This design comes from an exercise in tuning for small area, a short achievable clock period and few clock cycles per item on the open sky130 flow, not from production work.
Where RTL was checked, it was by simulation tests only, not by an equivalence proof against the original.
The RTL of runs 5 to 7 was laid out without a check of its function.
Power and IR drop assume default switching activity.

==> design.v <==
package sat_pkg;
    localparam int SEGMENTS   = 16;
    localparam int DATA_W     = 16;
    localparam int ID_W       = 8;
    localparam int SLOT_W     = 4;
    localparam logic [DATA_W-1:0] MAX_SEG_RESET = 16'd64;
    localparam logic [16:0] DIV_REGPOS = 17'b0_1111_1111_1111_1000;
    localparam logic [16:0] DIV_COPYPOS = 17'b0_1010_1010_1010_1000;
endpackage
module sat_div_step #(
    parameter int STEP = 0
) (
    input  logic [15:0] i_rem,
    input  logic [15:0] i_quo,
    input  logic [15:0] i_div,
    input  logic        i_hz,
    input  logic        i_load,
    input  logic        i_xbit,
    output logic [15:0] o_rem,
    output logic [15:0] o_quo
);
    localparam int W = STEP + 1;
    logic [W-1:0] t, d, g, p, gg, pp, bor;
    logic         ge;
    always_comb begin
        if (STEP == 0) t = i_quo[15];
        else           t = {i_rem[W-2:0], i_quo[15]};
        d = i_div[W-1:0];
        g = ~t & d;
        p = ~(t ^ d);
        gg = g;
        pp = p;
        for (int s = 1; s < W; s = s * 2) begin
            for (int i = W - 1; i >= s; i--) begin
                gg[i] = gg[i] | (pp[i] & gg[i-s]);
                pp[i] = pp[i] & pp[i-s];
            end
        end
        bor = '0;
        for (int i = 1; i < W; i++) bor[i] = gg[i-1];
        ge = i_hz && !gg[W-1] && !i_load;
        o_rem = '0;
        o_rem[W-1:0] = t ^ ({W{ge}} & (d ^ bor));
    end
    assign o_quo = {i_quo[14:0], i_load ? i_xbit : ge};
endmodule
module sat_match (
    input  logic [15:0]  i_key,
    input  logic [15:0]  i_live,
    input  logic [127:0] i_ids,
    output logic         o_hit,
    output logic [15:0]  o_sel
);
    logic [15:0] m;
    logic [15:0] below;
    always_comb begin
        for (int i = 0; i < 16; i++)
            m[i] = i_live[i] && (i_key[15:8] == 8'd0) && (i_key[7:0] == i_ids[i*8 +: 8]);
        below[0] = 1'b0;
        for (int i = 1; i < 16; i++) below[i] = below[i-1] | m[i-1];
        o_sel = m & ~below;
        o_hit = |m;
    end
endmodule
module segment_address_translation_core (
    input  logic                         i_clk,
    input  logic                         i_rst_n,
    input  logic                         i_cfg_valid,
    output logic                         o_cfg_ready,
    input  logic [sat_pkg::DATA_W-1:0]   i_cfg_data,
    input  logic                         i_valid,
    output logic                         o_ready,
    input  logic                         i_action,
    input  logic [sat_pkg::DATA_W-1:0]   i_logical_address,
    input  logic [sat_pkg::DATA_W-1:0]   i_byte_count,
    input  logic [sat_pkg::SLOT_W-1:0]   i_entry_slot,
    input  logic [sat_pkg::ID_W-1:0]     i_entry_id,
    input  logic [sat_pkg::DATA_W-1:0]   i_entry_base,
    input  logic [sat_pkg::DATA_W-1:0]   i_entry_size,
    input  logic                         i_entry_valid,
    output logic                         o_valid,
    input  logic                         i_ready,
    output logic [sat_pkg::DATA_W-1:0]   o_physical_address,
    output logic                         o_fault,
    output logic [sat_pkg::DATA_W-1:0]   o_segment_number,
    output logic [sat_pkg::DATA_W-1:0]   o_offset
);
    localparam logic [16:0] RP = sat_pkg::DIV_REGPOS;
    localparam logic [16:0] CP = sat_pkg::DIV_COPYPOS;
    logic        adv;
    logic        in_fire;
    logic        div_busy;
    logic [15:0] r_max_seg;
    logic [15:0] r_div;
    logic [16:1] r_hz;
    logic        r_dpend;
    logic        r_out_valid;
    logic [15:0] r_out_phys;
    logic        r_out_fault;
    logic [15:0] r_out_seg;
    logic [15:0] r_out_off;
    assign adv         = !r_out_valid || i_ready;
    assign o_ready     = adv && !r_dpend;
    assign o_cfg_ready = 1'b1;
    assign in_fire     = i_valid && o_ready;
    always_ff @(posedge i_clk) begin
        if (!i_rst_n) begin
            r_max_seg <= sat_pkg::MAX_SEG_RESET;
            r_div     <= sat_pkg::MAX_SEG_RESET;
            r_hz      <= hz_of(sat_pkg::MAX_SEG_RESET);
            r_dpend   <= 1'b0;
        end else if (i_cfg_valid) begin
            r_max_seg <= i_cfg_data;
            if (!div_busy && !in_fire) begin
                r_div   <= i_cfg_data;
                r_hz    <= hz_of(i_cfg_data);
                r_dpend <= 1'b0;
            end else begin
                r_dpend <= 1'b1;
            end
        end else if (r_dpend && !div_busy) begin
            r_div   <= r_max_seg;
            r_hz    <= hz_of(r_max_seg);
            r_dpend <= 1'b0;
        end
    end
    function automatic logic [16:1] hz_of(input logic [15:0] d);
        for (int k = 1; k <= 16; k++) hz_of[k] = ((d >> k) == 16'd0);
    endfunction
    logic [16:0]    nv, nld;
    logic [17*16-1:0] nR, nQ, nC;
    logic [17*13-1:0] nX;
    logic [16:0]    busy_at;
    logic [17*16-1:0] nD;
    for (genvar p = 0; p <= 16; p++) begin : g_node
        logic        sv, sld;
        logic [15:0] sR, sQ, sC;
        logic [12:0] sX;
        if (p == 0) begin : g_src_in
            assign sv  = in_fire;
            assign sld = !i_action;
            assign sR  = '0;
            assign sQ  = i_action ? i_logical_address : i_entry_base;
            assign sC  = i_action ? i_byte_count : i_entry_size;
            assign sX  = {i_entry_slot, i_entry_valid, i_entry_id};
        end else begin : g_src_step
            sat_div_step #(.STEP(p - 1)) u_step (
                .i_rem   (nR[(p-1)*16 +: 16]),
                .i_quo   (nQ[(p-1)*16 +: 16]),
                .i_div   (nD[(p-1)*16 +: 16]),
                .i_hz    (((CP & ((17'd1 << p) - 17'd1)) == 17'd0) ? r_hz[p]
                                                                   : (nD[(p-1)*16 +: 16] >> p == 16'd0)),
                .i_load  (nld[p-1]),
                .i_xbit  (nX[(p-1)*13 + 12]),
                .o_rem   (sR),
                .o_quo   (sQ)
            );
            assign sv  = nv[p-1];
            assign sld = nld[p-1];
            assign sC  = nC[(p-1)*16 +: 16];
            assign sX  = {nX[(p-1)*13 +: 12], 1'b0};
        end
        if (RP[p]) begin : g_reg
            logic        r_v, r_ld;
            logic [15:0] r_R, r_Q, r_C;
            logic [12:0] r_X;
            always_ff @(posedge i_clk) begin
                if (!i_rst_n)  r_v <= 1'b0;
                else if (adv)  r_v <= sv;
            end
            always_ff @(posedge i_clk) begin
                if (adv) begin
                    r_ld <= sld;
                    r_R  <= sR;
                    r_Q  <= sQ;
                    r_C  <= sC;
                    r_X  <= sX;
                end
            end
            assign nv[p]            = r_v;
            assign nld[p]           = r_ld;
            assign nR[p*16 +: 16]   = r_R;
            assign nQ[p*16 +: 16]   = r_Q;
            assign nC[p*16 +: 16]   = r_C;
            assign nX[p*13 +: 13]   = r_X;
            assign busy_at[p]       = (p < 16) && r_v && !r_ld;
        end else begin : g_wire
            assign nv[p]            = sv;
            assign nld[p]           = sld;
            assign nR[p*16 +: 16]   = sR;
            assign nQ[p*16 +: 16]   = sQ;
            assign nC[p*16 +: 16]   = sC;
            assign nX[p*13 +: 13]   = sX;
            assign busy_at[p]       = 1'b0;
        end
        if (CP[p]) begin : g_dcopy
            logic [15:0] r_dc;
            always_ff @(posedge i_clk) r_dc <= nD[(p-1)*16 +: 16];
            assign nD[p*16 +: 16] = r_dc;
        end else if (p == 0) begin : g_d0
            assign nD[p*16 +: 16] = r_div;
        end else begin : g_dn
            assign nD[p*16 +: 16] = nD[(p-1)*16 +: 16];
        end
    end
    assign div_busy = |busy_at;
    logic [16:0] r_cd15;
    always_ff @(posedge i_clk) begin
        if (adv) r_cd15 <= {1'b0, nC[14*16 +: 16]} - {1'b0, nD[14*16 +: 16]};
    end
    logic        m_v, m_ld;
    logic [15:0] m_q, m_r, m_c;
    logic [12:0] m_x;
    logic        m_hit;
    logic [15:0] m_sel;
    logic [15:0] m_t;
    logic [16:0] m_sum_keep, m_sum_sub;
    assign m_v  = nv[16];
    assign m_ld = nld[16];
    assign m_q  = nQ[16*16 +: 16];
    assign m_r  = nR[16*16 +: 16];
    assign m_c  = nC[16*16 +: 16];
    assign m_x  = m_q[15:3];
    logic [15:0]  t_live;
    logic [127:0] t_ids;
    logic [15:0]  t_base [16];
    logic [15:0]  t_size [16];
    assign m_t        = {nR[15*16 +: 15], nQ[15*16 + 15]};
    assign m_sum_keep = {1'b0, m_t} + {1'b0, m_c};
    assign m_sum_sub  = {1'b0, m_t} + r_cd15;
    sat_match u_match (
        .i_key  (m_q),
        .i_live (t_live),
        .i_ids  (t_ids),
        .o_hit  (m_hit),
        .o_sel  (m_sel)
    );
    logic        t_we;
    logic [3:0]  t_slot;
    assign t_we   = adv && m_v && m_ld;
    assign t_slot = m_x[12:9];
    always_ff @(posedge i_clk) begin
        if (!i_rst_n) begin
            t_live <= '0;
        end else if (t_we) begin
            t_live[t_slot] <= m_x[8];
        end
    end
    always_ff @(posedge i_clk) begin
        if (t_we) begin
            t_ids[t_slot*8 +: 8] <= m_x[7:0];
            t_base[t_slot]       <= m_t;
            t_size[t_slot]       <= m_c;
        end
    end
    logic        f_v, f_ld, f_hit;
    logic [15:0] f_sel;
    logic [15:0] f_q, f_r;
    logic [16:0] f_sum_keep, f_sum_sub;
    always_ff @(posedge i_clk) begin
        if (!i_rst_n)  f_v <= 1'b0;
        else if (adv)  f_v <= m_v;
    end
    always_ff @(posedge i_clk) begin
        if (adv) begin
            f_ld  <= m_ld;
            f_hit <= m_hit;
            f_sel <= m_sel;
            f_q   <= m_q;
            f_r   <= m_r;
            f_sum_keep <= m_sum_keep;
            f_sum_sub  <= m_sum_sub;
        end
    end
    logic [15:0] f_base, f_size;
    logic        f_fault;
    always_comb begin
        f_base = '0;
        f_size = '0;
        for (int i = 0; i < 16; i++) begin
            f_base = f_base | ({16{f_sel[i]}} & t_base[i]);
            f_size = f_size | ({16{f_sel[i]}} & t_size[i]);
        end
    end
    assign f_fault = !f_hit || (f_q[0] ? (f_sum_sub  > {1'b0, f_size})
                                       : (f_sum_keep > {1'b0, f_size}));
    logic        g_v, g_ld, g_fault;
    logic [15:0] g_base, g_q, g_r;
    always_ff @(posedge i_clk) begin
        if (!i_rst_n)  g_v <= 1'b0;
        else if (adv)  g_v <= f_v;
    end
    always_ff @(posedge i_clk) begin
        if (adv) begin
            g_ld    <= f_ld;
            g_fault <= f_fault;
            g_base  <= f_base;
            g_q     <= f_ld ? '0 : f_q;
            g_r     <= f_ld ? '0 : f_r;
        end
    end
    always_ff @(posedge i_clk) begin
        if (!i_rst_n)  r_out_valid <= 1'b0;
        else if (adv)  r_out_valid <= g_v;
    end
    always_ff @(posedge i_clk) begin
        if (adv) begin
            r_out_phys  <= (g_ld || g_fault) ? '0 : (g_base + g_r);
            r_out_fault <= !g_ld && g_fault;
            r_out_seg   <= g_q;
            r_out_off   <= g_r;
        end
    end
    assign o_valid            = r_out_valid;
    assign o_physical_address = r_out_phys;
    assign o_fault            = r_out_fault;
    assign o_segment_number   = r_out_seg;
    assign o_offset           = r_out_off;
endmodule
==> run.sh <==
#!/bin/bash
# synth_recipe.tcl (not shown) runs the flow's synth.tcl, then flattens the netlist and writes it again
# the make line also repeats each setting of config.mk as NAME=value (left out here)
make -C /OpenROAD-flow-scripts/flow DESIGN_CONFIG=/design/flow/config.mk WORK_HOME=/design/flow/orfs CLKGATE_MAP_FILE= SYNTH_SCRIPT=/design/flow/synth_recipe.tcl finish
==> config.mk <==
export PLATFORM = sky130hd
export DESIGN_NAME = segment_address_translation_core
export DESIGN_NICKNAME = segment_address_translation_core
export VERILOG_FILES = /design/flow/design.v
export SDC_FILE = /design/flow/constraint.sdc
export NUM_CORES = 4
export LEC_CHECK = 0
export CAP_MARGIN = 20
export CORE_MARGIN = 2
export CORE_UTILIZATION = 40
export CTS_BUF_LIST = sky130_fd_sc_hd__clkbuf_8
export SETUP_SLACK_MARGIN = 2.3
export SLEW_MARGIN = 20
==> constraint.sdc <==
create_clock -name core_clock -period 5.0 [get_ports {i_clk}]
set_input_delay 1.0000 -clock core_clock [delete_from_list [all_inputs] [get_ports {i_clk}]]
set_output_delay 1.0000 -clock core_clock [all_outputs]
set_load 0.01 [all_outputs]
==> results.json, run 1 <==
{
  "whs_path_depth": 0,
  "p_comb_share_pct": 18.8,
  "finalCritPeriodShare_pct": 64.2,
  "async_flop_share_pct": 0,
  "vias": 37700,
  "clock_power_share_pct": 31.8,
  "critPathKind": "reg -> reg",
  "clockBufferDepth": 4,
  "yosysUniqueCellTypes": 87,
  "synth.net_count": 4542,
  "switchingPower_uw": 9300,
  "r2r-start": "f_sel[8]",
  "synth_area_sq_um": 65600,
  "antenna_found_initial": 4,
  "synth.area.top_cells": "edfxtp_1 66%, dfxtp_1 5.5%, xnor2_1 4.6%",
  "gr-total-overflow": 0,
  "num_rows": 148,
  "tightest_slew_ps": 1020,
  "grt_pass1_wl_um": 228000,
  "cts_hold_buf": 0,
  "grt_use_met3_pct": 3.73,
  "cts_tree": "yes",
  "register_area_sq_um": 46900,
  "drt-pass1-iter-count": 5,
  "power-per-cell-area_nw_per_um2": 432,
  "cp.arrival_ps": 3870,
  "tns_ps": 0,
  "track_usage_pct": 18.0,
  "status": "finished clean",
  "fmax_mhz": 312,
  "post_synth.cell_area_avg_sq_um": 15.5,
  "clock-sinks": 1621,
  "seq_power_share_pct": 49.4,
  "fillers": 13700,
  "hold_path_end": "g_node[7].g_dcopy.r_dc[15]",
  "r2r_end": "g_fault",
  "rr_worst_depth": 12,
  "maxCapViolCount": 0,
  "drive_above_1_share_pct": 24.6,
  "area_growth_pct": 22.2,
  "port_buffers": 149,
  "synth_edf_count": 1441,
  "wire_per_inst_um": 21.2,
  "p_int_uw": 25300,
  "leakagePower_uw": 0.0302,
  "fin_cells": 7287,
  "top_level_ports": 151,
  "clock_latency_ps": 1030,
  "grt_max_degree": 197,
  "ys.flop_type": "edfxtp_1",
  "ant_nets": 0,
  "fin_crit_ps": 3210,
  "multiInputGateArea_sq_um": 19600,
  "yosysMostFrequentCell": "edfxtp_1",
  "hpwlAfterDp_um": 91500,
  "synth_top_area_share_pct": 66.0,
  "required_ps": 5660,
  "ys_warn_count": 18,
  "fp.dieW_um": 409,
  "end_kind": "flop",
  "wl_um": 154000,
  "nets": 5235,
  "hp-start": "g_node[5].g_dcopy.r_dc[15]",
  "critPathLaunchType": "flop",
  "cts_inserted_buffers": 288,
  "initial_core_util_pct": 40.3,
  "grt_use_met2_pct": 30.9,
  "dp.cells": 6502,
  "slew_viol_final": 0,
  "seq_area_frac_synth_pct": 71.5,
  "synth-seq-cells": 1621,
  "coreArea_sq_um": 163000,
  "hold_violations": 0,
  "synth_common_cells": "1441 x edfxtp_1, 343 x xnor2_1, 248 x nand2_1",
  "netSwitchingFraction_pct": 26.9,
  "viasPerCell": 5.17,
  "root_buffer": "clkbuf_8",
  "synth_top_area_cell": "edfxtp_1",
  "drt_iter0_drc": 2974,
  "clock_skew_ps": 111,
  "use_met1_pct": 22.5,
  "crit_path_max_fanout": 14,
  "drc": 0,
  "hold_class": "reg -> reg",
  "grt_busiest_layer": "met2",
  "die_h_um": 409,
  "holdWs_ps": 344,
  "htree_num_levels": 5,
  "place.gp.congestion": 0.822,
  "maxSlewHeadroom_pct": 31.8,
  "clk_pin_slew_ps": 60,
  "rrSetupSlack_ps": 1790,
  "synthCells": 4219,
  "ir_worst_vdd_mv": 0.338,
  "dieArea_sq_um": 167000,
  "setup_viol": 0,
  "grt_pass1_vias": 37800,
  "rsz0062_at_grt": "yes"
}
[power by group through the flow]
stage	Combinational [uW]	Clock, uW	Sequential [uW]
4_1_cts	5630	11300	17100
6_report	6510	11000	17100
3_5_place_dp	4700	0	17500
3_3_place_gp	4590	0	17400
2_1_floorplan	3270	0	17200
5_1_grt	7070	11900	17200
[placed cells by master (no fill, tap or decap), types with 28 or more instances in the layout]
master / n
xor2_1: 73
buf_12: 31
nand2_1: 185
mux2_2: 158
a221oi_1: 82
nand2_2: 37
dfxtp_1: 164
a22oi_1: 83
and2_1: 33
clkbuf_8: 308
clkdlybuf4s15_1: 33
xnor2_1: 312
nor2b_1: 82
nor3_1: 46
nand3_1: 52
a21oi_1: 69
buf_4: 277
a21o_1: 57
edfxtp_1: 1441
clkinv_1: 55
nor2_1: 87
clkdlybuf4s50_1: 94
inv_1: 280
a22o_1: 88
ha_1: 194
o21ai_0: 45
nand4_1: 78
xnor2_2: 28
buf_6: 46
[final cells by class]
cell class / instances / area share [%]
multi-input cells: 2284 / 24.4
clock buffers: 307 / 5.27
clock inverters: 180 / 1.04
well taps: 2175 / 3.40
inverters: 198 / 0.993
flip-flops and latches: 1621 / 58.5
repair buffers: 519 / 6.34
diodes: 3 / 0.00937
[stage by stage]
step / cell area, sq um / util, % / worst slack, ps / total power, uW
4_1_cts: 78000 / 47.9 / 1890 / 34000
5_1_grt: 80100 / 49.2 / 1710 / 36200
6_report: 80100 / 49.2 / 1790 / 34600
3_3_place_gp: 70000 / 43.0 / 737 / 22000
3_5_place_dp: 70000 / 43.0 / 696 / 22100
2_1_floorplan: 65700 / - / 540 / 20500
[worst max-delay path by stage]
| stage | start | endpoint |
|---|---|---|
| finish | f_sel[8] | g_fault |
| global route | f_sel[7] | g_fault |
| CTS | f_sel[9] | g_fault |
| detailed placement | i_ready | g_node[3].g_reg.r_Q[2] |
| global placement | i_ready | g_node[3].g_reg.r_Q[3] |
| floorplan | i_ready | t_base[3][0] |
[cells by family (layout without fill, tap and decap cells)]
| kind of cell | count (synthesis) | after routing | synth area share [%] |
|---|---|---|---|
| flip-flops | 1621 | 1621 | 71.5 |
| AND/OR/NAND/NOR | 828 | 832 | 6.45 |
| AO/OA/AOI/OAI | 622 | 623 | 7.02 |
| XOR/XNOR | 417 | 417 | 5.57 |
| buffers and inverters | 319 | 1204 | 2.00 |
| adder cells (fa/ha/maj) | 224 | 224 | 4.32 |
| multiplexers | 187 | 187 | 3.16 |
| other | 1 | 4 | 0.00572 |
[timing repair]
item | in CTS | in global routing
gates resized for setup | 407 | 263
endpoints found under the hold margin | 0 | 0
setup endpoints to repair | 618 | 367
gates cloned | 10 | 7
pin swaps | 121 | 169
buffers inserted | 174 | 104
[critical path: stages, from the launching register on]
cell	delay, ps
edfxtp_1	520
buf_12	220
a22o_1	200
a221oi_1	300
nand3_1	150
nor2_1	260
ha_1	200
and4_1	190
nand3_1	90
nor4_2	310
inv_1	70
a21oi_1	190
a41oi_1	130
[per-layer routing]
layer,wire length (um),part of all wire [%]
met1,62800,41
met2,77000,50
met3,9970,6.5
met4,4710,3.0
met5,13,0.0084
[registers in the layout, summed over array words and instances, names as in the netlist, 17 cells and up]
signal	flops
r_cd15	17
g_node.g_reg.r_X	55
g_node.g_reg.r_R	117
g_node.g_dcopy.r_dc	112
t_base	256
f_sum_sub	17
f_sum_keep	17
t_size	256
g_node.g_reg.r_Q	208
g_node.g_reg.r_C	208
t_ids	128
Testbench counts, summed over its fixed seeds: cycles 4,928, items 4,800.
==> run 2, diff against run 1 <==
--- a/config.mk
+++ b/config.mk
@@ -10,4 +10,4 @@
 export CORE_UTILIZATION = 40
-export CTS_BUF_LIST = sky130_fd_sc_hd__clkbuf_8
-export SETUP_SLACK_MARGIN = 2.3
+export CTS_BUF_LIST = sky130_fd_sc_hd__clkbuf_4 sky130_fd_sc_hd__clkbuf_8
+export SETUP_SLACK_MARGIN = 1.9
 export SLEW_MARGIN = 20
==> run 2 against run 1 <==
- still clean on timing, DRC and antenna
- hold slack worse by 24 ps
- count of clock-buffer cells in the layout is 103 higher
- setup slack better by 52 ps
- fmax rose by 1.7%
- global-route usage down 0.56 points
- routed wire length shrank 4.5%
- first-iteration DRC count fell by 2.7%
- largest cell class unchanged
==> results.json, run 2 <==
{
  "status": "finished clean",
  "ys.flop_type": "edfxtp_1",
  "required_ps": 5770,
  "seq_area_frac_synth_pct": 71.5,
  "critPathBufInv": 3,
  "pre_cts_ws_ps": 334,
  "fin_crit_ps": 3160,
  "grt_max_degree": 161,
  "hold_violations": 0,
  "synth-seq-cells": 1621,
  "drt_iter0_drc": 2893,
  "crit_path_max_fanout": 11,
  "synth_top_area_share_pct": 66.0,
  "synth.net_count": 4542,
  "end_kind": "flop",
  "cts_tree": "yes",
  "fp.dieW_um": 409,
  "critPathKind": "reg -> reg",
  "root_buffer": "clkbuf_8",
  "finalWorstSetupSlack_ps": 1840,
  "tns_ps": 0,
  "synth_top_area_cell": "edfxtp_1",
  "dp.cells": 6504,
  "path_depth": 12,
  "antenna_found_initial": 5,
  "slew_viol_final": 0,
  "rrSetupSlack_ps": 1840,
  "clock_latency_ps": 970,
  "area_growth_pct": 17.7,
  "yosysMostFrequentCell": "edfxtp_1",
  "ys_warn_count": 18,
  "rsz0062_at_grt": "yes",
  "synth_area_sq_um": 65600,
  "maxSlewHeadroom_pct": 26.2,
  "wire_per_inst_um": 20.8,
  "clockBufferDepth": 4,
  "maxCapViolCount": 0,
  "drc": 0,
  "ant_nets": 0,
  "synth.area.top_cells": "edfxtp_1 66%, dfxtp_1 5.5%, xnor2_1 4.6%",
  "cpMaxStageDelayCell": "a222oi_1",
  "htree_num_levels": 5,
  "post_synth.cell_area_avg_sq_um": 15.5,
  "critPathLaunchType": "flop",
  "vias": 36400,
  "port_buffers": 149,
  "clk_pin_slew_ps": 60,
  "gr-total-overflow": 0,
  "grt_pass1_vias": 36700,
  "clock-sinks": 1621,
  "top_level_ports": 151,
  "fmax_mhz": 317,
  "ir_worst_vdd_mv": 0.322,
  "clock_skew_ps": 71.9,
  "reg.largest.list": "t_base (256), t_size (256)",
  "hold_class": "reg -> reg",
  "crit_chain": "inv_1 -> ha_4 -> nand3_4 -> buf_4 -> nor3_1 -> a222oi_1 -> nand4_1 -> nand4b_1 -> mux2i_2 -> nand4_1 -> buf_4 -> nor4b_4",
  "cp.arrival_ps": 3930,
  "tightest_slew_ps": 1110,
  "final_cell_mix": "1441 x edfxtp_1, 341 x xnor2_1, 310 x clkbuf_8",
  "fin_cells": 7101,
  "synth_edf_count": 1441,
  "async_flop_share_pct": 0,
  "wl_um": 148000,
  "r2r-start": "g_node[15].g_reg.r_Q[12]",
  "synthCells": 4219,
  "coreArea_sq_um": 163000,
  "dieArea_sq_um": 167000,
  "rr_worst_depth": 12,
  "track_usage_pct": 17.4,
  "setup_viol": 0,
  "cts_hold_buf": 0,
  "num_rows": 148,
  "power-per-cell-area_nw_per_um2": 442,
  "yosysUniqueCellTypes": 87,
  "critPathCapture": "f_sel[15]",
  "critPathLaunch": "g_node[15].g_reg.r_Q[12]",
  "cts_inserted_buffers": 288,
  "whs_path_depth": 0,
  "drt-pass1-iter-count": 6,
  "nets": 5055,
  "final_common_cell": "edfxtp_1",
  "viasPerCell": 5.13,
  "hpwlAfterDp_um": 90600,
  "grt_pass1_wl_um": 221000,
  "drive_above_1_share_pct": 18.9,
  "r2r_end": "f_sel[15]",
  "finalCritPeriodShare_pct": 63.1,
  "synth_common_cells": "1441 x edfxtp_1, 343 x xnor2_1, 248 x nand2_1",
  "critPathTopFamily": "simple AND/OR/NAND/NOR gates",
  "place.gp.congestion": 0.831,
  "max_stage_delay_ps": 490,
  "initial_core_util_pct": 40.3,
  "leakagePower_uw": 0.0285,
  "die_h_um": 409
}
-- run 2: cell types whose count changed in the layout (fill, tap and decap cells not counted), sizes merged, moves of 3 or more --
| cell | change |
|---|---|
| clkinv | -15 |
| clkbuf | +98 |
| clkdlybuf4s50 | +51 |
| bufbuf | -5 |
| buf | -178 |
| inv | -94 |
| clkdlybuf4s15 | -39 |
| clkinvlp | -3 |
| bufinv | +3 |
-- run 2: routing by layer --
metal | share of wire (%) | up-vias | track usage [%]
met5 | 0.015 | - | 0
met4 | 3.3 | 4 | 6.80
met3 | 6.5 | 306 | 3.62
met2 | 49 | 1214 | 29.2
met1 | 41 | 17900 | 22.1
li1 | - | 17000 | -
-- run 2: cell type report --
type	instances	area [sq um]
clock buffers	410	5020
clock inverters	71	497
fillers	14000	85600
multi-input cells	2282	18000
diodes	3	7.51
inverters	198	777
repair buffers	341	3220
flip-flops and latches	1621	46900
well taps	2175	2720
-- run 2: worst register-to-register path: stages, from the launching register on --
cell	delay (ps)
edfxtp_1	420
inv_1	130
ha_4	240
nand3_4	180
buf_4	200
nor3_1	100
a222oi_1	490
nand4_1	200
nand4b_1	230
mux2i_2	190
nand4_1	130
buf_4	190
nor4b_4	280
-- run 2: per-stage QoR --
stage	hold WS (ps)	util [%]	power [uW]	cell area [sq um]
after floorplan	323	-	20500	65700
after global placement	338	43.0	22000	70000
after detailed placement	336	43.0	22100	70000
after CTS	320	47.0	34200	76500
after global routing	328	47.4	35800	77200
final	320	47.4	34100	77200
-- run 2: worst min-delay path by stage --
stage	to	startpoint	slack [ps]
2_1_floorplan	g_node[13].g_dcopy.r_dc[15]	g_node[11].g_dcopy.r_dc[15]	320
3_3_place_gp	g_node[3].g_dcopy.r_dc[5]	r_div[5]	340
3_5_place_dp	g_node[3].g_dcopy.r_dc[9]	r_div[9]	340
4_1_cts	g_node[3].g_dcopy.r_dc[5]	r_div[5]	320
5_1_grt	g_node[3].g_dcopy.r_dc[5]	r_div[5]	330
6_report	g_node[3].g_dcopy.r_dc[5]	r_div[5]	320
-- run 2: power by group --
part           switching (uW)  internal [uW]
logic                    2900           2340
registers                 678          16400
clock network            5100           6770
total                    8670          25500
-- run 2: cells by family (layout without fill, tap and decap cells) --
kind of cell / count (synthesis) / in the layout / synth area share, %
xor gates and xnor gates: 417 / 417 / 5.57
buffers and inverters: 319 / 1020 / 2.00
other: 1 / 4 / 0.00572
and+or+nand+nor: 828 / 831 / 6.45
AOI/OAI and AO/OA: 622 / 622 / 7.02
adders and majority gates: 224 / 224 / 4.32
DFF: 1621 / 1621 / 71.5
muxes: 187 / 187 / 3.16
-- run 2: timing repair --
item,4_1_cts,5_1_grt
pin swaps,16,24
setup buffers,75,33
cloned,3,2
gates resized for setup,80,73
setup endpoints to repair,338,283
==> run 3, diff against run 2 <==
--- a/config.mk
+++ b/config.mk
@@ -7,5 +7,6 @@
 export LEC_CHECK = 0
+export ABC_AREA = 1
 export CAP_MARGIN = 20
 export CORE_MARGIN = 2
-export CORE_UTILIZATION = 40
+export CORE_UTILIZATION = 55
 export CTS_BUF_LIST = sky130_fd_sc_hd__clkbuf_4 sky130_fd_sc_hd__clkbuf_8
==> run 3 against run 2 <==
- setup slack worse by 560 ps
- count of clock-buffer cells in the layout down 22
- routed wire length up 3.8%
- global-route usage up 7.5 points
- non-clock buffer count down 5
- cell count up 4.5%
- fmax down 15%
- combinational power up 22%
- power up 3.7%
- clock skew down 13 ps
- critical endpoint is now g_fault
- highest routed layer is now met4
==> results.json, run 3 <==
{
  "status": "finished clean",
  "grt_max_degree": 174,
  "clockBufferDepth": 4,
  "gr-total-overflow": 0,
  "ys.flop_type": "edfxtp_1",
  "place.gp.congestion": 0.914,
  "dieArea_sq_um": 124000,
  "crit_path_max_fanout": 5,
  "nets": 5935,
  "synth_area_sq_um": 66400,
  "viasPerCell": 5.46,
  "wire_per_inst_um": 20.6,
  "netSwitchingFraction_pct": 27.9,
  "port_buffers": 149,
  "fillers": 9245,
  "fp.dieW_um": 351,
  "synth_top_area_cell": "edfxtp_1",
  "root_buffer": "clkbuf_8",
  "seq_area_frac_synth_pct": 70.6,
  "setup_viol": 0,
  "max_stage_delay_ps": 490,
  "hold_violations": 0,
  "finalCritPeriodShare_pct": 74.4,
  "grt_pass1_wl_um": 231000,
  "maxCapViolCount": 0,
  "synth-seq-cells": 1621,
  "pre_cts_ws_ps": 331,
  "finalWorstSetupSlack_ps": 1280,
  "switchingPower_uw": 9880,
  "slew_viol_final": 0,
  "track_usage_pct": 24.9,
  "p_int_uw": 25500,
  "crit_chain": "buf_6 -> nand2_1 -> nand3_2 -> a21oi_2 -> nand4_1 -> a221oi_2 -> nand4_1 -> a21oi_2 -> nand2_2 -> a221oi_4 -> buf_4 -> ha_4 -> inv_2 -> nor3_1 -> o31ai_1 -> o211ai_1 -> nand2_1 -> o211ai_1 -> o41ai_2 -> nand2_1 -> nand2_1 -> nand2_1",
  "p_comb_share_pct": 18.0,
  "ir_worst_vdd_mv": 0.312,
  "area_growth_pct": 16.6,
  "post_dp_cell_area_sq_um": 70400,
  "synth_common_cells": "1441 x edfxtp_1, 901 x nand2_1, 447 x inv_1",
  "hpwlAfterDp_um": 99600,
  "coreArea_sq_um": 120000,
  "wl_um": 153000,
  "top_level_ports": 151,
  "fin_area_sq_um": 77400,
  "yosysMostFrequentCell": "edfxtp_1",
  "clock_latency_ps": 990,
  "seq_power_share_pct": 49.1,
  "initial_core_util_pct": 55.4,
  "tightest_slew_ps": 1080,
  "drt-pass1-iter-count": 5,
  "drt_iter0_drc": 3853,
  "critPathKind": "reg -> reg",
  "power-per-cell-area_nw_per_um2": 457,
  "fin_crit_ps": 3720,
  "leakagePower_uw": 0.0302,
  "fmax_mhz": 269,
  "path_common_cell": "nand2_1",
  "clock_power_share_pct": 32.9,
  "htree_num_levels": 5,
  "synth_edf_count": 1441,
  "yosysUniqueCellTypes": 72,
  "clk_pin_slew_ps": 60,
  "synth_top_area_share_pct": 65.2,
  "power.total_uw": 35400,
  "reg.largest.list": "t_base (256), t_size (256)",
  "async_flop_share_pct": 0,
  "clock-sinks": 1621,
  "ant_nets": 0,
  "tns_ps": 0,
  "required_ps": 5690,
  "synthCells": 5112,
  "num_rows": 127,
  "drc": 0,
  "synth.area.top_cells": "edfxtp_1 65%, dfxtp_1 5.4%, nand2_1 5.1%",
  "post_synth.cell_area_avg_sq_um": 13.0,
  "critPathLaunchType": "flop",
  "cts_inserted_buffers": 282,
  "cp.arrival_ps": 4410,
  "holdWs_ps": 320,
  "hold_class": "reg -> reg",
  "rsz0062_at_grt": "yes",
  "grt_pass1_vias": 39400,
  "synth.net_count": 5435,
  "end_kind": "flop",
  "clock_skew_ps": 58.4,
  "cts_hold_buf": 0,
  "antenna_found_initial": 3,
  "cts_tree": "yes",
  "drive_above_1_share_pct": 15.1,
  "ys_warn_count": 18,
  "final_cell_mix": "1441 x edfxtp_1, 889 x nand2_1, 434 x inv_1",
  "vias": 40500,
  "die_h_um": 351,
  "cpMaxStageDelayCell": "edfxtp_1",
  "maxSlewHeadroom_pct": 27.9,
  "final_common_cell": "edfxtp_1"
}
[run 3: changes by cell type after synthesis, moves of 69 or more]
cell     previous run  this run
a22o_1             88        19
xnor2_1           343        66
nand2_1           248       901
xor2_1             74       243
o21ai_0            64       200
a22oi_1            83         0
inv_1             197       447
a21oi_1            91       275
nor2b_1            88         0
mux2_2            158         0
nor2_1            108       258
[run 3: worst paths after layout]
check	startpoint	end	slack (ps)	cells past startpoint
worst max register to register	f_sel[0]	g_fault	1280	22
worst min-delay path	r_div[11]	g_node[3].g_dcopy.r_dc[11]	320	0
worst max-delay path	f_sel[0]	g_fault	1280	22
worst min register to register	r_div[11]	g_node[3].g_dcopy.r_dc[11]	320	0
[run 3: worst max-delay path, delay by kind of cell (launching register included)]
kind,cells,cell delay (ps)
flops,1,490
compound gates,8,1470
buf+inv,3,420
fa+ha+maj,1,190
simple gates,10,860
[run 3: repair_timing]
action,in CTS,in global routing
pin swaps,27,60
setup endpoints to repair,83,405
buffers inserted,45,36
cloned,2,3
resized for setup,94,127
[run 3: cells by family (layout without fill, tap and decap cells)]
| logic type | Yosys count | in the layout | share of synthesized area, % |
|---|---|---|---|
| flops | 1621 | 1621 | 70.6 |
| simple gates | 1519 | 1521 | 9.87 |
| compound gates | 829 | 829 | 7.54 |
| buf+inv | 597 | 1291 | 3.45 |
| xor+xnor | 310 | 310 | 4.10 |
| fa+ha+maj | 224 | 224 | 4.27 |
| mux | 11 | 11 | 0.166 |
| other cells | 1 | 4 | 0.00565 |
[run 3: area by class of cell]
cell class | instances | area [sq um] | area share, %
tap | 1612 | 2020 | 2.60
inverter | 474 | 1820 | 2.35
clock buffer | 388 | 4790 | 6.18
timing repair inverter | 1 | 5.00 | 0.00646
antenna | 3 | 7.51 | 0.00969
sequential | 1621 | 46900 | 60.5
multi-input combinational | 2896 | 18200 | 23.5
timing repair buffer | 336 | 3110 | 4.01
clock inverter | 92 | 584 | 0.754
[run 3: routing by layer]
layer / routed length [um] / GRT usage (%) / share of wire, % / up-vias
met2: 71800 / 39.2 / 47 / 1338
met5: 0 / 0 / 0 / -
met4: 4910 / 9.21 / 3.2 / 0
li1: - / - / - / 19300
met3: 10000 / 3.88 / 6.6 / 293
met1: 66400 / 35.3 / 43 / 19500
[run 3: power groups by stage]
stage | registers (uW) | clock network, uW | logic, uW
after detailed placement | 17700 | 0 | 6000
after CTS | 17400 | 11900 | 6120
after global routing | 17500 | 12500 | 7160
after global placement | 17600 | 0 | 5900
after floorplan | 17400 | 0 | 4070
final | 17400 | 11600 | 6370
[run 3: per-stage QoR]
stage          util, %  cells
6_report          64.6   7423
5_1_grt           64.6   7423
4_1_cts           63.9   7381
3_5_place_dp      58.7   6854
3_3_place_gp      58.7   6854
2_1_floorplan        -   5112
==> run 4, diff against run 3 <==
--- a/config.mk
+++ b/config.mk
@@ -7,3 +7,2 @@
 export LEC_CHECK = 0
-export ABC_AREA = 1
 export CAP_MARGIN = 20
==> run 4 against run 3 <==
- area after synthesis is 1.2% lower
- utilization is 0.28 points lower
- largest power group unchanged
- still clean on timing, DRC and antenna
- setup slack better by 550 ps
- power is 4.7% lower
- first-iteration DRC count is 24% lower
- critical path depth is 10 lower
- design area is 1.7% lower
- count of clock-buffer cells in the layout is 1 lower
- flip-flop and latch count stayed put
==> results.json, run 4 <==
{
  "critPathKind": "reg -> reg",
  "drive_above_1_share_pct": 18.5,
  "synth_edf_count": 1441,
  "grt_pass1_vias": 35900,
  "antenna_found_initial": 3,
  "htree_num_levels": 5,
  "tns_ps": 0,
  "top_level_ports": 151,
  "dieArea_sq_um": 122000,
  "yosysMostFrequentCell": "edfxtp_1",
  "fin_crit_ps": 3170,
  "r2r-start": "f_sel[9]",
  "critPathBufInv": 3,
  "synth.area.top_cells": "edfxtp_1 66%, dfxtp_1 5.5%, xnor2_1 4.6%",
  "clock-sinks": 1621,
  "cp.arrival_ps": 3830,
  "ys.flop_type": "edfxtp_1",
  "final_common_cell": "edfxtp_1",
  "required_ps": 5670,
  "clockBufferDepth": 4,
  "maxSlewHeadroom_pct": 36.4,
  "nets": 5040,
  "coreArea_sq_um": 118000,
  "synth.net_count": 4542,
  "crit_path_max_fanout": 10,
  "track_usage_pct": 24.0,
  "port_buffers": 149,
  "drc": 0,
  "synth_area_sq_um": 65600,
  "seq_power_share_pct": 50.5,
  "switchingPower_uw": 8610,
  "p_comb_share_pct": 15.5,
  "drt_iter0_drc": 2918,
  "clock_power_share_pct": 34.0,
  "fp.dieW_um": 349,
  "die_h_um": 349,
  "ir_worst_vdd_mv": 0.310,
  "reg.largest.list": "t_base (256), t_size (256)",
  "async_flop_share_pct": 0,
  "final_cell_mix": "1441 x edfxtp_1, 341 x xnor2_1, 296 x clkbuf_8",
  "place.gp.congestion": 0.835,
  "synth_top_area_share_pct": 66.0,
  "power.total_uw": 33700,
  "rsz0062_at_grt": "yes",
  "hold_class": "reg -> reg",
  "netSwitchingFraction_pct": 25.5,
  "gr-total-overflow": 0,
  "tightest_slew_ps": 954,
  "clk_pin_slew_ps": 60,
  "ant_nets": 0,
  "hp-start": "r_div[4]",
  "cts_inserted_buffers": 284,
  "power-per-cell-area_nw_per_um2": 443,
  "yosysUniqueCellTypes": 87,
  "fmax_mhz": 316,
  "critPathLaunchType": "flop",
  "area_growth_pct": 16.0,
  "clock_skew_ps": 56.3,
  "drt-pass1-iter-count": 5,
  "finalCritPeriodShare_pct": 63.3,
  "cts_hold_buf": 0,
  "path_common_cell": "buf_4",
  "setup_viol": 0,
  "wl_um": 147000,
  "viasPerCell": 5.64,
  "critPathTopFamily": "compound AO/OA/AOI/OAI gates",
  "vias": 36300,
  "p_int_uw": 25100,
  "synth_top_area_cell": "edfxtp_1",
  "hold_violations": 0,
  "synth_common_cells": "1441 x edfxtp_1, 343 x xnor2_1, 248 x nand2_1",
  "cts_tree": "yes",
  "cpMaxStageDelayCell": "nor2_1",
  "ys_warn_count": 18,
  "maxCapViolCount": 0,
  "clock_latency_ps": 950,
  "slew_viol_final": 0,
  "wire_per_inst_um": 22.8,
  "leakagePower_uw": 0.0283,
  "post_synth.cell_area_avg_sq_um": 15.5,
  "seq_area_frac_synth_pct": 71.5,
  "critPathLaunch": "f_sel[9]",
  "status": "finished clean",
  "initial_core_util_pct": 55.5,
  "root_buffer": "clkbuf_8",
  "synth-seq-cells": 1621,
  "end_kind": "flop",
  "grt_pass1_wl_um": 219000,
  "grt_max_degree": 188,
  "fillers": 8679,
  "num_rows": 126,
  "max_stage_delay_ps": 510,
  "crit_chain": "buf_4 -> buf_4 -> buf_4 -> a22oi_1 -> nand4_1 -> nor2_1 -> ha_1 -> a21o_1 -> a21oi_1 -> a21oi_1 -> o21ai_0 -> a41oi_1",
  "synthCells": 4219,
  "hpwlAfterDp_um": 89200
}
==> run 4: power groups by stage <==
stage | Combinational (uW) | Sequential (uW) | Clock (uW)
3_3_place_gp | 4590 | 17400 | 0
3_5_place_dp | 4650 | 17400 | 0
4_1_cts | 4980 | 17100 | 11800
5_1_grt | 5800 | 17200 | 12300
6_report | 5230 | 17000 | 11500
2_1_floorplan | 3270 | 17200 | 0
==> run 4: cell families (layout without fill, tap and decap cells) <==
logic type / after synthesis / after routing / share of synthesized area, %
compound gates: 622 / 622 / 7.02
simple gates: 828 / 832 / 6.45
flops: 1621 / 1621 / 71.5
fa+ha+maj: 224 / 224 / 4.32
buf+inv: 319 / 1000 / 2.00
xor+xnor: 417 / 417 / 5.57
mux: 187 / 187 / 3.16
other cells: 1 / 3 / 0.00572
==> run 4: layout make-up <==
class	count	area (sq um)	share of cell area, %
Sequential cell	1621	46900	61.6
Multi-Input combinational cell	2283	18000	23.7
Clock buffer	387	4760	6.25
Timing Repair Buffer	329	3180	4.18
Tap cell	1536	1920	2.53
Inverter	198	777	1.02
Clock inverter	86	534	0.702
Antenna cell	2	5.00	0.00658
==> run 4: path summary, 6_finish.rpt <==
| check | end | cells after the start | slack, ps |
|---|---|---|---|
| min | g_node[3].g_dcopy.r_dc[4] | 0 | 320 |
| max | g_fault | 12 | 1830 |
| min reg2reg | g_node[3].g_dcopy.r_dc[4] | 0 | 320 |
| max reg2reg | g_fault | 12 | 1830 |
==> run 4: what timing repair did <==
action | in CTS | in global routing
setup endpoints to repair | 125 | 100
cloned | 3 | 6
pin swaps | 10 | 29
resized for setup | 69 | 82
buffers inserted | 52 | 36
==> run 4: metal layers <==
layer	global-route usage, %	part of all wire (%)
met1	32.0	42
met2	40.5	49
met3	3.86	5.8
met4	7.86	2.8
met5	0	0
==> run 4: metrics by stage <==
step                      hold WS, ps  setup slack, ps  util, %  cell area (sq um)  cells
after global routing              316             1730     64.4              76100   6442
after global placement            330             1040     58.6              69200   5870
after floorplan                   323              540        -              65700   4219
final                             316             1830     64.4              76100   6442
after CTS                         317             1900     63.7              75300   6398
after detailed placement          335              981     58.6              69200   5870
==> run 5, diff against run 4 <==
--- a/design.v
+++ b/design.v
@@ -7,3 +7,3 @@
     localparam logic [16:0] DIV_REGPOS = 17'b0_1111_1111_1111_1000;
-    localparam logic [16:0] DIV_COPYPOS = 17'b0_1010_1010_1010_1000;
+    localparam logic [16:0] DIV_COPYPOS = 17'b0_0001_0010_0100_1000;
 endpackage
==> run 5 against run 4 <==
- synthesized cell count decreased by 2.4%
- clock power decreased by 4%
- fmax decreased by 0.90%
- register-to-register slack got worse by 30 ps
- flip-flop and latch count decreased by 48
- cell count decreased by 1.1%
- combinational power about the same
- non-clock buffer count increased by 60
- critical path depth increased by 1
- routed wire length decreased by 1.9%
- die area decreased by 2.0%
- sequential share of layout area decreased by 0.64 points
- critical path type unchanged
- largest power group unchanged
- highest routed layer is now met5
==> results.json, run 5 <==
{
  "status": "finished clean",
  "hpwlAfterDp_um": 86900,
  "crit_chain": "buf_12 -> inv_2 -> ha_1 -> a21boi_2 -> o2111ai_2 -> a21oi_2 -> o21a_4 -> or2_4 -> buf_8 -> xnor2_2 -> or4_4 -> and3_4 -> and3b_1",
  "power-per-cell-area_nw_per_um2": 436,
  "drt_iter0_drc": 2925,
  "holdWs_ps": 337,
  "async_flop_share_pct": 0,
  "cts_inserted_buffers": 275,
  "die_h_um": 346,
  "critPathBufInv": 3,
  "viasPerCell": 5.65,
  "num_rows": 125,
  "rsz0062_at_grt": "yes",
  "maxSlewHeadroom_pct": 24.5,
  "clock_latency_ps": 930,
  "antenna_found_initial": 3,
  "crit_path_max_fanout": 5,
  "cp.arrival_ps": 3880,
  "final_common_cell": "edfxtp_1",
  "fmax_mhz": 313,
  "dieArea_sq_um": 120000,
  "drt-pass1-iter-count": 5,
  "required_ps": 5680,
  "grt_pass1_vias": 36100,
  "max_stage_delay_ps": 510,
  "grt_pass1_wl_um": 216000,
  "drc": 0,
  "fillers": 8501,
  "port_buffers": 149,
  "setup_viol": 0,
  "place.gp.congestion": 0.858,
  "vias": 36000,
  "tns_ps": 0,
  "critPathLaunchType": "flop",
  "fin_util_pct": 64.9,
  "fin_crit_ps": 3200,
  "ir_worst_vdd_mv": 0.252,
  "synth_top_area_share_pct": 67.3,
  "end_kind": "flop",
  "finalCritPeriodShare_pct": 63.9,
  "ys_warn_count": 18,
  "slew_viol_final": 0,
  "yosysMostFrequentCell": "edfxtp_1",
  "cts_tree": "yes",
  "clk_pin_slew_ps": 60,
  "tightest_slew_ps": 1130,
  "clockBufferDepth": 4,
  "synth_top_area_cell": "edfxtp_1",
  "maxCapViolCount": 0,
  "synthCells": 4116,
  "wire_per_inst_um": 22.7,
  "htree_num_levels": 5,
  "area_growth_pct": 17.3,
  "hold_violations": 0,
  "reg.largest.list": "t_base (256), t_size (256)",
  "leakagePower_uw": 0.0281,
  "clock-sinks": 1573,
  "grt_max_degree": 180,
  "coreArea_sq_um": 116000,
  "synth-seq-cells": 1573,
  "top_level_ports": 151,
  "fp.dieW_um": 346,
  "cts_hold_buf": 0,
  "initial_core_util_pct": 55.4,
  "drive_above_1_share_pct": 20.9,
  "wl_um": 144000,
  "ant_nets": 0,
  "synth_area_sq_um": 64300,
  "root_buffer": "clkbuf_8",
  "multiInputGateArea_sq_um": 18000,
  "post_synth.cell_area_avg_sq_um": 15.6,
  "track_usage_pct": 23.9,
  "synth.net_count": 4439,
  "yosysUniqueCellTypes": 85,
  "cpMaxStageDelayCell": "or4_4",
  "ys.flop_type": "edfxtp_1",
  "final_cell_mix": "1441 x edfxtp_1, 342 x xnor2_1, 286 x clkbuf_8",
  "nets": 4982,
  "seq_area_frac_synth_pct": 71.4,
  "synth_edf_count": 1441,
  "hold_class": "reg -> reg",
  "gr-total-overflow": 0,
  "synth.area.top_cells": "edfxtp_1 67%, xnor2_1 4.8%, ha_1 4.3%",
  "register_area_sq_um": 45900,
  "critPathTopFamily": "simple AND/OR/NAND/NOR gates",
  "power.total_uw": 32800,
  "clock_skew_ps": 74.9,
  "synth_common_cells": "1441 x edfxtp_1, 350 x xnor2_1, 220 x ha_1",
  "critPathKind": "reg -> reg"
}
[run 5: cell count changes after synthesis, sizes merged, moves of 7 or more]
cell / change
dfxtp: -48
a32oi: +8
clkbuf: +14
o21ai: -17
nor2: +14
a21o: +13
nand2: -35
nand4: -7
buf: -11
xor2: -10
xnor2: +8
[run 5: cell families (layout without fill, tap and decap cells)]
| logic type | Yosys count | count (layout) | synth area share, % |
|---|---|---|---|
| xor gates and xnor gates | 415 | 415 | 5.67 |
| AOI/OAI and AO/OA | 615 | 615 | 7.08 |
| muxes | 186 | 186 | 3.20 |
| other | 1 | 3 | 0.00584 |
| DFF | 1573 | 1573 | 71.4 |
| buffers and inverters | 321 | 1048 | 1.95 |
| and+or+nand+nor | 781 | 782 | 6.24 |
| adders and majority gates | 224 | 224 | 4.41 |
[run 5: per-stage QoR]
stage | instances | worst slack, ps | cell area, sq um
after floorplan | 4116 | 663 | 64400
after global placement | 5761 | 799 | 68000
after detailed placement | 5761 | 749 | 68000
after CTS | 6299 | 1830 | 74200
after global routing | 6370 | 1700 | 75400
final | 6370 | 1800 | 75400
[run 5: worst register-to-register path, stage by stage, from the launching register on]
cell and delay (ps):
edfxtp_1 410, buf_12 150, inv_2 50, ha_1 220, a21boi_2 170, o2111ai_2 200, a21oi_2 120, o21a_4 250
or2_4 280, buf_8 160, xnor2_2 130, or4_4 510, and3_4 170, and3b_1 150
[run 5: final timing paths]
check	from	to	slack [ps]	depth (start not counted)
setup / recovery	g_node[15].g_reg.r_R[2]	f_sel[14]	1800	13
hold / removal	r_div[5]	g_node[3].g_dcopy.r_dc[5]	340	0
setup reg to reg	g_node[15].g_reg.r_R[2]	f_sel[14]	1800	13
hold reg to reg	r_div[5]	g_node[3].g_dcopy.r_dc[5]	340	0
[run 5: layout make-up]
type | instances | share of cell area [%]
diodes | 2 | 0.00664
clock buffers | 368 | 6.04
clock inverters | 94 | 0.706
inverters | 197 | 1.03
multi-input cells | 2223 | 23.9
flip-flops and latches | 1573 | 61.0
well taps | 1524 | 2.53
repair buffers | 389 | 4.82
[run 5: routing by layer]
layer / vias up / part of all wire, % / global-route usage (%)
met1: 17900 / 42 / 31.8
met4: 2 / 2.5 / 7.49
met2: 1124 / 50 / 40.4
met5: - / 0.0090 / 0
li1: 16800 / - / -
met3: 215 / 6.2 / 4.09
[run 5: timing repair]
item / in CTS / in global routing
gates resized for setup: 115 / 121
cloned: 3 / 3
pin swaps: 26 / 56
endpoints found under the setup margin: 145 / 245
buffers inserted: 73 / 66
[run 5: power breakdown]
part | leakage (uW) | internal (uW) | switching, uW
sequential | 0.0156 | 15900 | 661
combinational | 0.00984 | 2360 | 2870
clock | 0.00268 | 6050 | 4940
==> run 6, diff against run 5 <==
--- a/config.mk
+++ b/config.mk
@@ -10,3 +10,5 @@
 export CORE_UTILIZATION = 55
-export CTS_BUF_LIST = sky130_fd_sc_hd__clkbuf_4 sky130_fd_sc_hd__clkbuf_8
+export CTS_BUF_LIST = sky130_fd_sc_hd__clkbuf_8 sky130_fd_sc_hd__clkbuf_16
+export CTS_CLUSTER_DIAMETER = 100
+export CTS_CLUSTER_SIZE = 30
 export SETUP_SLACK_MARGIN = 1.9
==> run 6 against run 5 <==
- non-clock buffer count decreased by 4
- power is 15% lower
- utilization decreased by 2.8 points
- highest routed layer is now met4
- sequential share of layout area up 2.8 points
- area after synthesis is the same
- sequential power is essentially flat
- register-to-register slack is essentially flat
- setup slack got worse by 11 ps
- first-iteration DRC count increased by 1.6%
- cell count is 5.8% lower
==> results.json, run 6 <==
{
  "track_usage_pct": 23.1,
  "fmax_mhz": 312,
  "grt_max_degree": 180,
  "ant_nets": 0,
  "end_kind": "flop",
  "dp.cells": 5761,
  "wl_met3_um": 7050,
  "dieArea_sq_um": 120000,
  "vias": 34600,
  "finalCritPeriodShare_pct": 64.1,
  "holdWs_ps": 357,
  "hold_violations": 0,
  "yosysUniqueCellTypes": 85,
  "drc": 0,
  "initial_core_util_pct": 55.4,
  "ys_warn_count": 18,
  "maxCapViolCount": 0,
  "reg.largest.list": "t_base (256), t_size (256)",
  "drive_above_1_share_pct": 15.0,
  "cts_tree": "yes",
  "maxSlewHeadroom_pct": 26.3,
  "fin_crit_ps": 3210,
  "clock-sinks": 1573,
  "critPathKind": "reg -> reg",
  "synth_adder_area_share_pct": 4.41,
  "synth_common_cells": "1441 x edfxtp_1, 350 x xnor2_1, 220 x ha_1",
  "clock_power_share_pct": 21.8,
  "tns_ps": 0,
  "hpwlAfterDp_um": 86900,
  "required_ps": 5490,
  "synth_xor_area_share_pct": 5.67,
  "clk_pin_slew_ps": 120,
  "final_common_cell": "edfxtp_1",
  "synth-seq-cells": 1573,
  "p_comb_share_pct": 18.9,
  "num_rows": 125,
  "fin_util_pct": 62.1,
  "power.total_uw": 27900,
  "final_cell_mix": "1441 x edfxtp_1, 341 x xnor2_1, 210 x inv_1",
  "clockBufferDepth": 3,
  "seq_power_share_pct": 59.3,
  "rsz0062_at_grt": "yes",
  "yosysMostFrequentCell": "edfxtp_1",
  "synth_top_area_cell": "edfxtp_1",
  "coreArea_sq_um": 116000,
  "synth.net_count": 4439,
  "drt-pass1-iter-count": 6,
  "ir_worst_vdd_mv": 0.336,
  "multiInputGateArea_sq_um": 18000,
  "cts_inserted_buffers": 59,
  "drt_iter0_drc": 2972,
  "fin_cells": 6002,
  "synth_edf_count": 1441,
  "root_buffer": "clkbuf_16",
  "nets": 4762,
  "power-per-cell-area_nw_per_um2": 387,
  "ys.flop_type": "edfxtp_1",
  "slew_viol_final": 0,
  "synthCells": 4116,
  "grt_pass1_wl_um": 209000,
  "leakagePower_uw": 0.0263,
  "synth_top_area_share_pct": 67.3,
  "gr-total-overflow": 0,
  "top_level_ports": 151,
  "wl_um": 141000,
  "port_buffers": 149,
  "async_flop_share_pct": 0,
  "fp.dieW_um": 346,
  "synth_compound_area_share_pct": 7.08,
  "setup_viol": 0,
  "synth.area.top_cells": "edfxtp_1 67%, xnor2_1 4.8%, ha_1 4.3%",
  "wire_per_inst_um": 23.5,
  "rrSetupSlack_ps": 1790,
  "critPathLaunchType": "flop",
  "seq_area_frac_synth_pct": 71.4,
  "place.gp.congestion": 0.858,
  "synth_top_family_by_area": "compound AO/OA/AOI/OAI gates",
  "p_int_uw": 20600,
  "netSwitchingFraction_pct": 26.3,
  "register_area_sq_um": 45900,
  "area_growth_pct": 12.2,
  "top_layer": "met4",
  "synth_mux_area_share_pct": 3.20,
  "clock_latency_ps": 730,
  "tightest_slew_ps": 1110,
  "viasPerCell": 5.77,
  "synthSimpleGateAreaFrac_pct": 6.24,
  "antenna_found_initial": 1,
  "htree_num_levels": 2,
  "cp.arrival_ps": 3700,
  "switchingPower_uw": 7350,
  "hold_class": "reg -> reg",
  "grt_pass1_vias": 33600,
  "route.layer.met1.wl_um": 60400,
  "post_synth.cell_area_avg_sq_um": 15.6,
  "synth_area_sq_um": 64300,
  "wl_met2_um": 70300,
  "die_h_um": 346,
  "fillers": 8722,
  "status": "finished clean",
  "clock_skew_ps": 34.6,
  "crit_path_max_fanout": 5
}
[run 6: cell counts after synthesis]
No cell type changed its count.
[run 6: cells by family (layout without fill, tap and decap cells)]
kind of cell,Yosys count,count (layout)
AO/OA/AOI/OAI,615,615
other,1,2
adder cells (fa/ha/maj),224,224
buffers and inverters,321,681
multiplexers,186,186
flip-flops,1573,1573
XOR/XNOR,415,415
AND/OR/NAND/NOR,781,782
[run 6: final timing paths]
kind / startpoint / to / cells past startpoint
worst max-delay path: g_node[15].g_reg.r_R[8] / f_sel[14] / 13
worst min-delay path: g_node[9].g_dcopy.r_dc[13] / g_node[12].g_dcopy.r_dc[13] / 0
worst max register to register: g_node[15].g_reg.r_R[8] / f_sel[14] / 13
worst min register to register: g_node[9].g_dcopy.r_dc[13] / g_node[12].g_dcopy.r_dc[13] / 0
[run 6: power by group through the flow]
stage / combinational (uW) / clock [uW] / sequential (uW)
after floorplan: 3140 / 0 / 16700
after global routing: 5820 / 6700 / 16700
final: 5280 / 6090 / 16600
after CTS: 4840 / 6270 / 16600
after global placement: 4290 / 0 / 17100
after detailed placement: 4350 / 0 / 17100
[run 6: layout make-up]
class	count	share of cell area (%)
Clock buffer	63	2.16
Tap cell	1524	2.65
Multi-Input combinational cell	2223	25.0
Sequential cell	1573	63.7
Clock inverter	36	0.234
Antenna cell	1	0.00347
Inverter	197	1.09
Timing Repair Buffer	385	5.13
[run 6: critical path, stage by stage, from the launching register on]
cell	delay, ps
edfxtp_1	430
inv_2	100
ha_4	200
a21o_1	160
a21oi_2	110
nor2b_1	60
a311o_1	310
o21a_4	230
or2_4	270
buf_6	150
xnor2_1	120
or4_1	470
and3_4	210
and3b_1	150
[run 6: through the flow]
step           cell area, sq um  worst slack (ps)
6_report                  72100              1790
5_1_grt                   72100              1700
4_1_cts                   70900              1800
3_5_place_dp              68000               749
3_3_place_gp              68000               799
2_1_floorplan             64400               663
[run 6: timing repair]
| action | in CTS | in global routing |
|---|---|---|
| resized for setup | 129 | 134 |
| hold buffers | 0 | 0 |
| endpoints found under the setup margin | 232 | 249 |
| buffers inserted | 72 | 61 |
| gates cloned | 5 | 3 |
| hold endpoints to repair | 0 | 0 |
| pin swaps | 30 | 64 |
[run 6: per-layer routing]
layer	up-vias	global-route usage [%]
li1	16200	-
met1	17500	31.9
met2	857	40.0
met3	143	2.40
met4	0	4.83
met5	-	0
==> run 7, diff against run 6 <==
--- a/design.v
+++ b/design.v
@@ -7,3 +7,3 @@
     localparam logic [16:0] DIV_REGPOS = 17'b0_1111_1111_1111_1000;
-    localparam logic [16:0] DIV_COPYPOS = 17'b0_0001_0010_0100_1000;
+    localparam logic [16:0] DIV_COPYPOS = 17'b0_1010_1010_1010_1000;
 endpackage
@@ -47,3 +47,4 @@
 module sat_match (
-    input  logic [15:0]  i_key,
+    input  logic [15:1]  i_key,
+    input  logic         i_key0,
     input  logic [15:0]  i_live,
@@ -53,11 +54,19 @@
 );
-    logic [15:0] m;
-    logic [15:0] below;
+    logic [15:0] e, m0, m1, s0, s1, below0, below1;
     always_comb begin
-        for (int i = 0; i < 16; i++)
-            m[i] = i_live[i] && (i_key[15:8] == 8'd0) && (i_key[7:0] == i_ids[i*8 +: 8]);
-        below[0] = 1'b0;
-        for (int i = 1; i < 16; i++) below[i] = below[i-1] | m[i-1];
-        o_sel = m & ~below;
-        o_hit = |m;
+        for (int i = 0; i < 16; i++) begin
+            e[i]  = i_live[i] && (i_key[15:8] == 8'd0) && (i_key[7:1] == i_ids[i*8+1 +: 7]);
+            m0[i] = e[i] && !i_ids[i*8];
+            m1[i] = e[i] &&  i_ids[i*8];
+        end
+        below0[0] = 1'b0;
+        below1[0] = 1'b0;
+        for (int i = 1; i < 16; i++) begin
+            below0[i] = below0[i-1] | m0[i-1];
+            below1[i] = below1[i-1] | m1[i-1];
+        end
+        s0 = m0 & ~below0;
+        s1 = m1 & ~below1;
+        o_sel = i_key0 ? s1 : s0;
+        o_hit = i_key0 ? |m1 : |m0;
     end
@@ -231,3 +240,4 @@
     sat_match u_match (
-        .i_key  (m_q),
+        .i_key  (m_q[15:1]),
+        .i_key0 (m_q[0]),
         .i_live (t_live),
--- a/config.mk
+++ b/config.mk
@@ -9,6 +9,4 @@
 export CORE_MARGIN = 2
-export CORE_UTILIZATION = 55
-export CTS_BUF_LIST = sky130_fd_sc_hd__clkbuf_8 sky130_fd_sc_hd__clkbuf_16
-export CTS_CLUSTER_DIAMETER = 100
-export CTS_CLUSTER_SIZE = 30
+export CORE_UTILIZATION = 40
+export CTS_BUF_LIST = sky130_fd_sc_hd__clkbuf_4 sky130_fd_sc_hd__clkbuf_8
 export SETUP_SLACK_MARGIN = 1.9
==> run 7 against run 6 <==
- area after synthesis up 2.2%
- combinational power decreased by 2%
- die area rose by 40%
- synthesized cell count grew 3.6%
- via count up 6.6%
- setup slack got worse by 88 ps
- still clean on timing, DRC and antenna
- non-clock buffer count down 48
==> results.json, run 7 <==
{
  "cts_tree": "yes",
  "grt_pass1_vias": 37300,
  "hold_class": "reg -> reg",
  "cp.arrival_ps": 3950,
  "holdWs_ps": 311,
  "hold_path_end": "g_node[11].g_dcopy.r_dc[15]",
  "ys_warn_count": 18,
  "rsz0062_at_grt": "yes",
  "synth_top_area_share_pct": 65.9,
  "place.gp.congestion": 0.860,
  "fin_area_sq_um": 77000,
  "clockBufferDepth": 4,
  "fin_crit_ps": 3290,
  "critPathLaunchType": "flop",
  "use_met1_pct": 22.0,
  "synth_common_cells": "1441 x edfxtp_1, 333 x xnor2_1, 268 x nand2_1",
  "drive_above_1_share_pct": 18.0,
  "antenna_found_initial": 5,
  "crit_path_max_fanout": 3,
  "final_cell_mix": "1441 x edfxtp_1, 333 x xnor2_1, 295 x clkbuf_8",
  "dp.cells": 6556,
  "leakagePower_uw": 0.0284,
  "grt_use_met3_pct": 3.61,
  "gr-total-overflow": 0,
  "hp-start": "g_node[9].g_dcopy.r_dc[15]",
  "nets": 5089,
  "clock_latency_ps": 980,
  "yosysMostFrequentCell": "edfxtp_1",
  "ys.flop_type": "edfxtp_1",
  "rrSetupSlack_ps": 1710,
  "ir_worst_vdd_mv": 0.347,
  "synth_top_area_cell": "edfxtp_1",
  "drc": 0,
  "reg.largest.list": "t_base (256), t_size (256)",
  "hpwlAfterDp_um": 88300,
  "port_buffers": 149,
  "cts_hold_buf": 0,
  "wl_um": 147000,
  "r2r-start": "f_sel[1]",
  "initial_core_util_pct": 40.3,
  "async_flop_share_pct": 0,
  "power-per-cell-area_nw_per_um2": 438,
  "synth_area_sq_um": 65700,
  "cts_inserted_buffers": 280,
  "r2r_end": "g_fault",
  "whs_path_depth": 0,
  "die_h_um": 409,
  "clock-sinks": 1621,
  "end_kind": "flop",
  "status": "finished clean",
  "drt-pass1-iter-count": 5,
  "synth.area.top_cells": "edfxtp_1 66%, dfxtp_1 5.5%, xnor2_1 4.4%",
  "maxCapViolCount": 0,
  "area_growth_pct": 17.3,
  "tns_ps": 0,
  "setup_viol": 0,
  "seq_area_frac_synth_pct": 71.4,
  "clk_pin_slew_ps": 60,
  "coreArea_sq_um": 163000,
  "grt_use_met2_pct": 29.3,
  "track_usage_pct": 17.2,
  "num_rows": 148,
  "rr_worst_depth": 14,
  "maxSlewHeadroom_pct": 23.1,
  "hold_violations": 0,
  "fp.dieW_um": 409,
  "synthCells": 4265,
  "required_ps": 5660,
  "viasPerCell": 5.18,
  "synth_edf_count": 1441,
  "root_buffer": "clkbuf_8",
  "top_level_ports": 151,
  "ant_nets": 0,
  "drt_iter0_drc": 2827,
  "synth-seq-cells": 1621,
  "grt_busiest_layer": "met2",
  "fmax_mhz": 304,
  "clock_skew_ps": 58.6,
  "synth.net_count": 4588,
  "yosysUniqueCellTypes": 84,
  "grt_pass1_wl_um": 221000,
  "post_synth.cell_area_avg_sq_um": 15.4,
  "post_dp_cell_area_sq_um": 70100,
  "tightest_slew_ps": 1140,
  "slew_viol_final": 0,
  "wire_per_inst_um": 20.6,
  "finalCritPeriodShare_pct": 65.9,
  "vias": 36900,
  "htree_num_levels": 5,
  "critPathKind": "reg -> reg",
  "final_common_cell": "edfxtp_1",
  "fin_cells": 7130,
  "grt_max_degree": 177,
  "dieArea_sq_um": 167000
}
run 7: worst max path at each step:
| stage | endpoint | from | cells past startpoint | slack [ps] |
|---|---|---|---|---|
| floorplan | f_hit | i_ready | 4 | 1280 |
| global placement | t_live[3] | i_ready | 11 | 670 |
| detailed placement | t_live[1] | i_ready | 11 | 630 |
| CTS | g_fault | f_sel[1] | 14 | 1680 |
| global route | g_fault | f_sel[1] | 14 | 1570 |
| finish | g_fault | f_sel[1] | 14 | 1710 |
run 7: area by class of cell:
class	instances	area [sq um]
multi-input cells	2321	18100
fillers	14100	85900
clock buffers	397	4830
repair buffers	337	3240
diodes	3	7.51
clock inverters	71	490
flip-flops and latches	1621	46900
well taps	2175	2720
inverters	205	798
run 7: worst max-delay path, cell delays in order, from the launching register on:
cell and delay [ps]:
edfxtp_1 540, a22o_1 300, a221oi_2 190, nand3_1 160
nor2_4 240, ha_4 250, nor2b_1 130, o21a_1 150
o21ai_0 130, nand2b_1 90, a21oi_2 170, o211ai_1 130
a221oi_1 290, a41o_1 130, a32oi_1 90
run 7: per-layer routing:
layer	part of all wire [%]	up-vias
met5	0	-
met4	2.8	0
met3	6.7	307
met2	49	1148
met1	41	18300
li1	-	17200
run 7: repair_timing:
| action | CTS | global route |
|---|---|---|
| setup endpoints to repair | 131 | 101 |
| pin swaps | 22 | 41 |
| cloned | 2 | 5 |
| resized for setup | 78 | 69 |
| setup buffers | 77 | 19 |
run 7: report_power, final:
group / total [uW] / internal [uW] / switching, uW
clock: 11600 / 6490 / 5090
sequential: 17000 / 16400 / 612
combinational: 5180 / 2330 / 2850
run 7: cells by family after synthesis:
| kind of cell | after synthesis | share of synthesized area (%) |
|---|---|---|
| xor gates and xnor gates | 406 | 5.41 |
| AOI/OAI and AO/OA | 651 | 7.27 |
| buffers and inverters | 325 | 2.02 |
| and+or+nand+nor | 855 | 6.55 |
| other | 1 | 0.00571 |
| adders and majority gates | 224 | 4.31 |
| muxes | 182 | 3.07 |
| DFF | 1621 | 71.4 |
run 7: through the flow:
stage               worst slack, ps  total power [uW]  utilization (%)
floorplan                      1280             20400                -
global placement                665             21700             43.0
detailed placement              625             21900             43.0
CTS                            1680             33800             46.9
global route                   1570             35300             47.3
finish                         1710             33700             47.3

==> port drivers added, routing unchanged <==
The results above use ideal ports. As a check the final layouts listed here were re-extracted and re-timed, cells and wires unchanged.
Step 1 sets driving cells, clkbuf_16 on the clock port and buf_2 on the other inputs (assumed; they add their load-dependent delay and slew).
Step 2 times the ports against the registers' clock, not the clock port: input delays grow and output delays shrink by t, the midpoint of the rising clock arrivals with the driver on.
Slacks: ideal ports / drivers / drivers and shift; pairs: ideal ports / drivers.
| run | t, ns | setup slack, ns | worst setup path after step 2 | pins driven straight from the clock port |
|---|---|---|---|---|
| run 1 | 1.037 | 1.791 / 1.791 / 1.411 | input to register | 1 |
| run 2 | 1.006 | 1.844 / 1.844 / 1.167 | input to register | 1 |
| run 3 | 1.023 | 1.282 / 1.282 / 1.042 | input to register | 1 |
| run 4 | 0.995 | 1.833 / 1.833 / 0.946 | input to register | 1 |
| run 5 | 0.958 | 1.804 / 1.804 / 1.155 | input to register | 1 |
| run 6 | 0.778 | 1.793 / 1.793 / 1.223 | input to register | 1 |
| run 7 | 1.020 | 1.706 / 1.706 / 1.141 | input to register | 1 |
After both steps every run listed still meets setup and hold. For run 4, which loses most, drivers alone change the setup slack by 0.000 ns; drivers and shift together by -0.887 ns.
